Source: an optimization exercise on an open RTL-to-GDS flow (aim: small area). Production flows keep margins and buffers that such runs may drop. RTL that was checked went through simulation tests only; none was proved equivalent to the original. Power is estimated from default activity; no workload was simulated.

==> tundra: inputs <==
==> flow/design.v (excerpt) <==
module cpu_id_ex_top (
    input  logic                            clk,
    input  logic                            rst,
    input  logic                            cpu_en,
    input  logic [31:0]                     id_instruction,
    input  logic [31:0]                     id_pc,
    input  logic                            wb_en,
    input  logic [mips_pkg::REG_ADDR_W-1:0] wb_addr,
    input  logic [31:0]                     wb_data,
    output logic                            stall,
    output logic                            branch_taken,
    output logic [31:0]                     branch_target,
    output logic [31:0]                     ex_alu_result,
    output logic [31:0]                     ex_store_data,
    output logic [mips_pkg::REG_ADDR_W-1:0] ex_write_addr,
    output logic                            ex_reg_write,
    output logic                            ex_mem_write,
    output logic                            ex_mem_to_reg,
    output logic                            ex_undefined
);
==> module alu_lt, before the edit <==
module alu_lt (
    input  logic uns,
    input  logic sub,
    input  logic a31,
    input  logic bopn31,
    input  logic c32,
    output logic lt
);
    assign lt = (!uns && a31) ^ ((!uns && !bopn31) ^ sub) ^ c32;
endmodule
==> module alu_dp, before the edit <==
module alu_dp (
    input  logic [31:0] a,
    input  logic [31:0] b,
    input  logic [15:0] imm,
    input  logic [4:0]  shamt,
    input  logic [31:0] pc4,
    input  logic        use_imm,
    input  logic        imm_hi,
    input  logic        sub,
    input  logic        uns,
    input  logic        sh_left,
    input  logic        sh_arith,
    input  logic        s_sum,
    input  logic        s_slt,
    input  logic        s_shr,
    input  logic        s_shl,
    input  logic        s_pc,
    input  logic        s_lui,
    input  logic        l_p,
    input  logic        l_g,
    input  logic        l_k,
    output logic [31:0] res,
    output logic        eq
);
    logic [31:0] bopn, bp, p, gk, n, s;
    logic [32:0] c, cn;      
    logic        lt;
    assign c[0] = sub;
    for (genvar i = 0; i < 32; i++) begin : g_add
        c_mux2i i_bop (.s (use_imm), .a0 (b[i]), .a1 (i < 16 ? imm[i] : imm_hi), .y (bopn[i]));
        c_xnor2 i_bp  (.a (bopn[i]), .b (sub), .y (bp[i]));
        if (i % 2 == 0) begin : g_even
            c_ha    i_pg (.a (a[i]), .b (bp[i]), .s (p[i]), .c (gk[i]));       
            c_a21oi i_c  (.a1 (p[i]), .a2 (c[i]), .b1 (gk[i]), .y (cn[i+1]));
            c_xor2  i_s  (.a (p[i]), .b (c[i]), .y (s[i]));
        end else begin : g_odd
            c_xor2  i_p  (.a (a[i]), .b (bp[i]), .y (p[i]));
            c_nor2  i_k  (.a (a[i]), .b (bp[i]), .y (gk[i]));                 
            c_a21oi i_c  (.a1 (p[i]), .a2 (cn[i]), .b1 (gk[i]), .y (c[i+1]));
            c_xnor2 i_s  (.a (p[i]), .b (cn[i]), .y (s[i]));
        end
        c_nor2 i_n (.a (p[i]), .b (gk[i]), .y (n[i]));
    end
    alu_lt i_lt (.uns, .sub, .a31 (a[31]), .bopn31 (bopn[31]), .c32 (c[32]), .lt);
    logic [7:0] z4;
    logic [1:0] zn;
    for (genvar m = 0; m < 8; m++) begin : g_z
        c_nor4 i_z (.a (p[4*m]), .b (p[4*m+1]), .c (p[4*m+2]), .d (p[4*m+3]), .y (z4[m]));
    end
    c_nand4 i_z0 (.a (z4[0]), .b (z4[1]), .c (z4[2]), .d (z4[3]), .y (zn[0]));
    c_nand4 i_z1 (.a (z4[4]), .b (z4[5]), .c (z4[6]), .d (z4[7]), .y (zn[1]));
    c_nor2  i_eq (.a (zn[0]), .b (zn[1]), .y (eq));
    logic [4:0]  nsh, shf;
    logic [31:0] v [6];      
    alu_shctl i_shctl (.shamt, .sh_arith, .b31 (b[31]), .nsh, .shf);
    for (genvar i = 0; i < 32; i++) begin : g_rev
        c_mux2i i_m (.s (sh_left), .a0 (b[i]), .a1 (b[31-i]), .y (v[0][i]));
    end
    for (genvar k = 0; k < 5; k++) begin : g_stage
        for (genvar i = 0; i < 32; i++) begin : g_bit
            if (i + (1 << k) < 32) begin : g_m
                c_mux2i i_m (.s (shamt[k]), .a0 (v[k][i]), .a1 (v[k][i + (1 << k)]), .y (v[k+1][i]));
            end else begin : g_f
                c_a21oi i_f (.a1 (nsh[k]), .a2 (v[k][i]), .b1 (shf[k]), .y (v[k+1][i]));
            end
        end
    end
    for (genvar i = 0; i < 32; i++) begin : g_res
        logic y1, y2, y3;
        c_a222oi i_y1 (.a1 (s_sum), .a2 (s[i]), .b1 (l_p), .b2 (p[i]),
                       .c1 ((i % 2 == 0) ? l_g : l_k), .c2 (gk[i]), .y (y1));
        c_a222oi i_y2 (.a1 ((i % 2 == 0) ? l_k : l_g), .a2 (n[i]), .b1 (s_shr), .b2 (v[5][i]),
                       .c1 (s_shl), .c2 (v[5][31-i]), .y (y2));
        if (i == 0) begin : g_y3_slt
            c_a22oi i_y3 (.a1 (s_pc), .a2 (pc4[i]), .b1 (s_slt), .b2 (lt), .y (y3));
        end else if (i < 16) begin : g_y3_pc
            c_nand2 i_y3 (.a (s_pc), .b (pc4[i]), .y (y3));
        end else begin : g_y3_lui
            c_a22oi i_y3 (.a1 (s_pc), .a2 (pc4[i]), .b1 (s_lui), .b2 (imm[i-16]), .y (y3));
        end
        c_nand3 i_r (.a (y1), .b (y2), .c (y3), .y (res[i]));
    end
endmodule
Settings: LEC_CHECK=0, CAP_MARGIN=20, CORE_MARGIN=2, CORE_UTILIZATION=40, SLEW_MARGIN=20, SYNTH_HIERARCHICAL=1; clock period 9.5 ns.
run.sh (not shown) runs the stock make flow with config.mk's settings and CLKGATE_MAP_FILE= SYNTH_SCRIPT=/design/flow/synth_recipe.tcl, a recipe that flattens the netlist after the stock synthesis.
==> inputs of ember, as changes to tundra <==
--- a/flow/design.v
+++ b/flow/design.v
@@ -326,6 +326,6 @@
     input  logic bopn31,
-    input  logic c32,
+    input  logic c32n,
     output logic lt
 );
-    assign lt = (!uns && a31) ^ ((!uns && !bopn31) ^ sub) ^ c32;
+    assign lt = (!uns && a31) ^ ((!uns && !bopn31) ^ sub) ^ !c32n;
 endmodule
@@ -370,3 +370,6 @@
     logic [31:0] bopn, bp, p, gk, n, s;
-    logic [32:0] c, cn;      
+    logic [16:0] c, cn;      
+    logic [32:17] c0, cn0;   
+    logic [32:17] c1, cn1;   
+    logic [32:17] cs;        
     logic        lt;
@@ -378,4 +381,2 @@
             c_ha    i_pg (.a (a[i]), .b (bp[i]), .s (p[i]), .c (gk[i]));       
-            c_a21oi i_c  (.a1 (p[i]), .a2 (c[i]), .b1 (gk[i]), .y (cn[i+1]));
-            c_xor2  i_s  (.a (p[i]), .b (c[i]), .y (s[i]));
         end else begin : g_odd
@@ -383,4 +384,2 @@
             c_nor2  i_k  (.a (a[i]), .b (bp[i]), .y (gk[i]));                 
-            c_a21oi i_c  (.a1 (p[i]), .a2 (cn[i]), .b1 (gk[i]), .y (c[i+1]));
-            c_xnor2 i_s  (.a (p[i]), .b (cn[i]), .y (s[i]));
         end
@@ -388,3 +387,37 @@
     end
-    alu_lt i_lt (.uns, .sub, .a31 (a[31]), .bopn31 (bopn[31]), .c32 (c[32]), .lt);
+    for (genvar i = 0; i < 16; i++) begin : g_lo
+        if (i % 2 == 0) begin : g_even
+            c_a21oi i_c (.a1 (p[i]), .a2 (c[i]), .b1 (gk[i]), .y (cn[i+1]));
+            c_xor2  i_s (.a (p[i]), .b (c[i]), .y (s[i]));
+        end else begin : g_odd
+            c_a21oi i_c (.a1 (p[i]), .a2 (cn[i]), .b1 (gk[i]), .y (c[i+1]));
+            c_xnor2 i_s (.a (p[i]), .b (cn[i]), .y (s[i]));
+        end
+    end
+    c_xor2 i_s16 (.a (p[16]), .b (c[16]), .y (s[16]));
+    c_inv  i_c017 (.a (gk[16]), .y (cn0[17]));       
+    assign cn1[17] = n[16];                           
+    for (genvar i = 17; i < 32; i++) begin : g_hi
+        if (i % 2 == 1) begin : g_odd
+            c_a21oi i_c0 (.a1 (p[i]), .a2 (cn0[i]), .b1 (gk[i]), .y (c0[i+1]));
+            c_a21oi i_c1 (.a1 (p[i]), .a2 (cn1[i]), .b1 (gk[i]), .y (c1[i+1]));
+        end else begin : g_even
+            c_a21oi i_c0 (.a1 (p[i]), .a2 (c0[i]), .b1 (gk[i]), .y (cn0[i+1]));
+            c_a21oi i_c1 (.a1 (p[i]), .a2 (c1[i]), .b1 (gk[i]), .y (cn1[i+1]));
+        end
+    end
+    for (genvar i = 17; i < 33; i++) begin : g_sel
+        if (i % 2 == 1) begin : g_odd
+            c_mux2i i_m (.s (c[16]), .a0 (cn0[i]), .a1 (cn1[i]), .y (cs[i]));    
+            if (i < 32) begin : g_s
+                c_xor2 i_s (.a (p[i]), .b (cs[i]), .y (s[i]));
+            end
+        end else begin : g_even
+            c_mux2i i_m (.s (c[16]), .a0 (c0[i]), .a1 (c1[i]), .y (cs[i]));      
+            if (i < 32) begin : g_s
+                c_xnor2 i_s (.a (p[i]), .b (cs[i]), .y (s[i]));
+            end
+        end
+    end
+    alu_lt i_lt (.uns, .sub, .a31 (a[31]), .bopn31 (bopn[31]), .c32n (cs[32]), .lt);
     logic [7:0] z4;
==> flow/flow/run.sh (new file) <==
#!/bin/bash
# Layout flow: the standard synthesis, then every combinational cell set
# to the smallest drive strength of its family (the repair steps that follow
# size up wherever timing, slew or capacitance need it), then the standard flow's
# standard layout steps with smaller clock-tree buffers and no CTS dummy
# loads. Each tool's output goes to a log file of its own here.
set -euo pipefail
R=orfs/results/${FLOW_PLATFORM}/cpu_id_ex_top/base
LIB=${FLOW_HOME}/platforms/${FLOW_PLATFORM}/lib/sky130_fd_sc_hd__tt_025C_1v80.lib

bash standard.sh synth > synth.log 2>&1
cp $R/1_2_yosys.v synth_netlist_orig.v
python3 flow/downsize.py $R/1_2_yosys.v $LIB > downsize.log 2>&1

export CTS_ARGS="-sink_clustering_enable -repair_clock_nets -dont_use_dummy_load -buf_list {sky130_fd_sc_hd__clkbuf_4 sky130_fd_sc_hd__clkbuf_8}"
bash standard.sh finish > layout.log 2>&1
==> flow/flow/downsize.py (new file) <==
#!/usr/bin/env python3
"""Set every combinational cell of a mapped netlist to the smallest drive
strength of its cell family; later flow steps size up where timing, slew or
capacitance need it. Flip-flops, latches and tie cells are left alone.
usage: downsize.py NETLIST LIBERTY"""
import re
import sys

netlist, liberty = sys.argv[1], sys.argv[2]
lib = open(liberty).read()
area = {}
for m in re.finditer(r'cell\s*\(\s*"?(sky130_fd_sc_hd__\w+)"?\s*\)\s*\{(.*?)area\s*:\s*([\d.]+)', lib, re.S):
    area[m.group(1)] = float(m.group(3))

fam = {}
for c in area:
    m = re.match(r'(sky130_fd_sc_hd__\w+?)_(\d+)$', c)
    if m:
        fam.setdefault(m.group(1), []).append((area[c], 0 if m.group(2) == '1' else 1, c))

skip = re.compile(r'sky130_fd_sc_hd__(e?s?df|sedf|dl|conb|tap|fill|decap|lpflow|probe|clk|dly|diode|buf)')
text = open(netlist).read()
count = {}

def repl(m):
    cell = m.group(1)
    if skip.match(cell):
        return m.group(0)
    base = re.match(r'(sky130_fd_sc_hd__\w+?)_(\d+)$', cell)
    if not base or base.group(1) not in fam:
        return m.group(0)
    best = min(fam[base.group(1)])[2]
    if best != cell and area[best] < area[cell]:
        count[(cell, best)] = count.get((cell, best), 0) + 1
        return best + m.group(2)
    return m.group(0)

text = re.sub(r'(?m)^\s*(sky130_fd_sc_hd__\w+)(\s+\S+\s*\()', lambda m: '  ' + repl(m), text)
open(netlist, 'w').write(text)
saved = 0.0
for (a, b), n in sorted(count.items()):
    saved += n * (area[a] - area[b])
    print(f'{n:6d} {a} -> {b}')
print(f'area saved: {saved:.1f} um2')
==> flow/standard.sh (new file) <==
#!/bin/bash
# synth_recipe.tcl (not shown) runs the flow's synth.tcl, then flattens the netlist and writes it again
# the make line also repeats each setting of config.mk as NAME=value (left out here)
make -C /OpenROAD-flow-scripts/flow DESIGN_CONFIG=/design/flow/config.mk WORK_HOME=/design/flow/orfs CLKGATE_MAP_FILE= SYNTH_SCRIPT=/design/flow/synth_recipe.tcl "${@:-finish}"
removed: flow/run.sh
==> comparison table <==
                                                                                 ember                    tundra
Average size of a mapped cell                                               15.4 sq um                15.8 sq um
Worst-margin pin slew                                                          1080 ps                   1060 ps
Run status                                                     complete, no violations  finished with violations
Layout check failures                                                                -              setup timing
Arrival time of data at the critical path endpoint                             7500 ps                 10,050 ps
Share of power burned in registers                                               0.509                     0.467
Slowest cell on crit path                             sky130_fd_sc_hd__clkdlybuf4s50_1    sky130_fd_sc_hd__or4_4
Slew margin rel.                                                                 0.280                     0.294
Number of gates given a new drive strength after cts                                25                        11
Path type of the worst setup path                             input pin to output port    input pin to flip-flop
CORE AREA                                                                120,000 sq um             122,000 sq um
Max Clock Freq                                                                 106 MHz                   104 MHz
Overall power after layout                                                     11.6 mW                   12.7 mW
Cell with the most instances on the worst path                  sky130_fd_sc_hd__buf_4  sky130_fd_sc_hd__a21oi_2
Chip height                                                                351 microns               354 microns
Delay of the slowest cell on the worst path                                     550 ps                    640 ps
DR pass1 iterations                                                                 11                        14
Global Route met3 Usage                                                         0.0792                    0.0661
Static leakage                                                                 20.7 nW                   21.9 nW
Internal power contribution                                                    8.26 mW                   9.17 mW
For ember, only the layout was checked, not whether the RTL still works.

========
==> inputs of run a <==
cpu_id_ex_top, a different RTL version from the one above (not shown whole).
export LEC_CHECK = 0
export CAP_MARGIN = 20
export CORE_MARGIN = 2
export CORE_UTILIZATION = 50
export SLEW_MARGIN = 20
export SYNTH_HIERARCHICAL = 1
create_clock -name core_clock -period 9.5 [get_ports {clk}]
standard.sh (not shown) runs the stock make flow with config.mk's settings and CLKGATE_MAP_FILE= SYNTH_SCRIPT=/design/flow/synth_recipe.tcl, a recipe that flattens the netlist after the stock synthesis.
==> flow/flow/run.sh <==
#!/bin/bash
# Layout flow: the standard synthesis, then every combinational cell set
# to the smallest drive strength of its family (the repair steps that follow
# size up wherever timing, slew or capacitance need it), then the standard flow's
# standard layout steps with: sizing not tied to the cell footprint,
# buf_1 port buffers, and smaller clock-tree buffers in larger sink
# clusters without CTS dummy loads. Each tool's output goes to a log here.
set -euo pipefail
R=orfs/results/${FLOW_PLATFORM}/cpu_id_ex_top/base
LIB=${FLOW_HOME}/platforms/${FLOW_PLATFORM}/lib/sky130_fd_sc_hd__tt_025C_1v80.lib

bash standard.sh synth > synth.log 2>&1
cp $R/1_2_yosys.v synth_netlist_orig.v
python3 flow/downsize.py $R/1_2_yosys.v $LIB > downsize.log 2>&1

export CTS_ARGS="-sink_clustering_enable -repair_clock_nets -dont_use_dummy_load -sink_clustering_size 14 -sink_clustering_max_diameter 60 -buf_list {sky130_fd_sc_hd__clkbuf_4 sky130_fd_sc_hd__clkbuf_8}"
export BUFFER_PORTS_ARGS="-buffer_cell sky130_fd_sc_hd__buf_1"
bash standard.sh MATCH_CELL_FOOTPRINT=0 finish > layout.log 2>&1
Other scripts of this flow, unchanged in this note and not shown: flow/flow/downsize.py
==> inputs of run b, as changes to run a <==
==> flow/flow/run.sh (replaced) <==
#!/bin/bash
# Layout flow: the standard synthesis, then every combinational cell set
# to the smallest drive strength of its family (the repair steps that follow
# size up wherever timing, slew or capacitance need it), then the standard flow's
# standard layout steps with: sizing not tied to the cell footprint, area
# recovery on paths with slack, buf_1 port buffers, and smaller clock-tree
# buffers without CTS dummy loads. Each tool's output goes to a log here.
set -euo pipefail
R=orfs/results/${FLOW_PLATFORM}/cpu_id_ex_top/base
LIB=${FLOW_HOME}/platforms/${FLOW_PLATFORM}/lib/sky130_fd_sc_hd__tt_025C_1v80.lib

bash standard.sh synth > synth.log 2>&1
cp $R/1_2_yosys.v synth_netlist_orig.v
python3 flow/downsize.py $R/1_2_yosys.v $LIB > downsize.log 2>&1

export CTS_ARGS="-sink_clustering_enable -repair_clock_nets -dont_use_dummy_load -buf_list {sky130_fd_sc_hd__clkbuf_4 sky130_fd_sc_hd__clkbuf_8}"
export BUFFER_PORTS_ARGS="-buffer_cell sky130_fd_sc_hd__buf_1"
bash standard.sh MATCH_CELL_FOOTPRINT=0 RECOVER_POWER=100 finish > layout.log 2>&1
--- a/flow/config.mk
+++ b/flow/config.mk
@@ -7,6 +7,6 @@
 export LEC_CHECK = 0
 export CAP_MARGIN = 20
 export CORE_MARGIN = 2
-export CORE_UTILIZATION = 50
+export CORE_UTILIZATION = 40
 export SLEW_MARGIN = 20
 export SYNTH_HIERARCHICAL = 1
==> inputs of run c, as changes to run a <==
--- a/flow/config.mk
+++ b/flow/config.mk
@@ -5,8 +5,8 @@
 export SDC_FILE = /design/flow/constraint.sdc
 export NUM_CORES = 4
 export LEC_CHECK = 0
-export CAP_MARGIN = 20
+export CAP_MARGIN = 10
 export CORE_MARGIN = 2
 export CORE_UTILIZATION = 50
-export SLEW_MARGIN = 20
+export SLEW_MARGIN = 10
 export SYNTH_HIERARCHICAL = 1
==> summary of the runs <==
- Run a completed with no timing, DRC or antenna violations. Run c completed with no timing, DRC or antenna violations. Run b reached the layout checks and failed them: max-capacitance violations, max-slew violations.
- The highest fmax belongs to run a, the lowest to run b.
- Synthesized area is the same in run b and run a.
- First-iteration DRC count: run b > run a > run c.
- Non-clock buffer count: run c is lower than run b (7).
- In run c the clock power is lower than in run b, by 27%.
- The lowest cell count belongs to run a, the highest to run b.
- In die area, run a and run c do not differ.
- Sequential share of layout area: run b is lower than run a (1.0 points).

## separate check: timing with driven ports
The flow's constraints put no driver on any port. The routed layouts listed below were extracted and timed again, unchanged, in two steps.
Step 1 (the two cells are an assumption about what drives the block):
set clk [get_ports {clk}]
set_driving_cell -lib_cell sky130_fd_sc_hd__clkbuf_16 $clk
set_driving_cell -lib_cell sky130_fd_sc_hd__buf_2 [delete_from_list [all_inputs] $clk]
Step 2, shift: input delay + t, output delay - t, t = (earliest + latest rising clock arrival at the registers) / 2. This alone moves slack from input paths to output paths.
Slacks: ideal ports / drivers / drivers and shift; pairs: ideal ports / drivers.
run | shift t [ns] | setup WS [ns] | worst setup path after step 2 | worst slew at a driven data input, ns
tundra | 0.772 | -0.122 / -0.084 / -0.856 | input to register | 0.06
ember | 0.882 | 0.098 / 0.072 / -0.514 | input to register | 0.08
run a | 0.823 | 0.170 / 0.094 / -0.128 | input to register | 0.20
run b | 0.891 | 0.095 / 0.065 / -0.521 | input to register | 0.09
run c | 0.812 | 0.108 / 0.031 / -0.099 | input to register | 0.22
For tundra, which loses most, drivers alone change the setup slack by +0.038 ns; drivers and shift together by -0.734 ns.
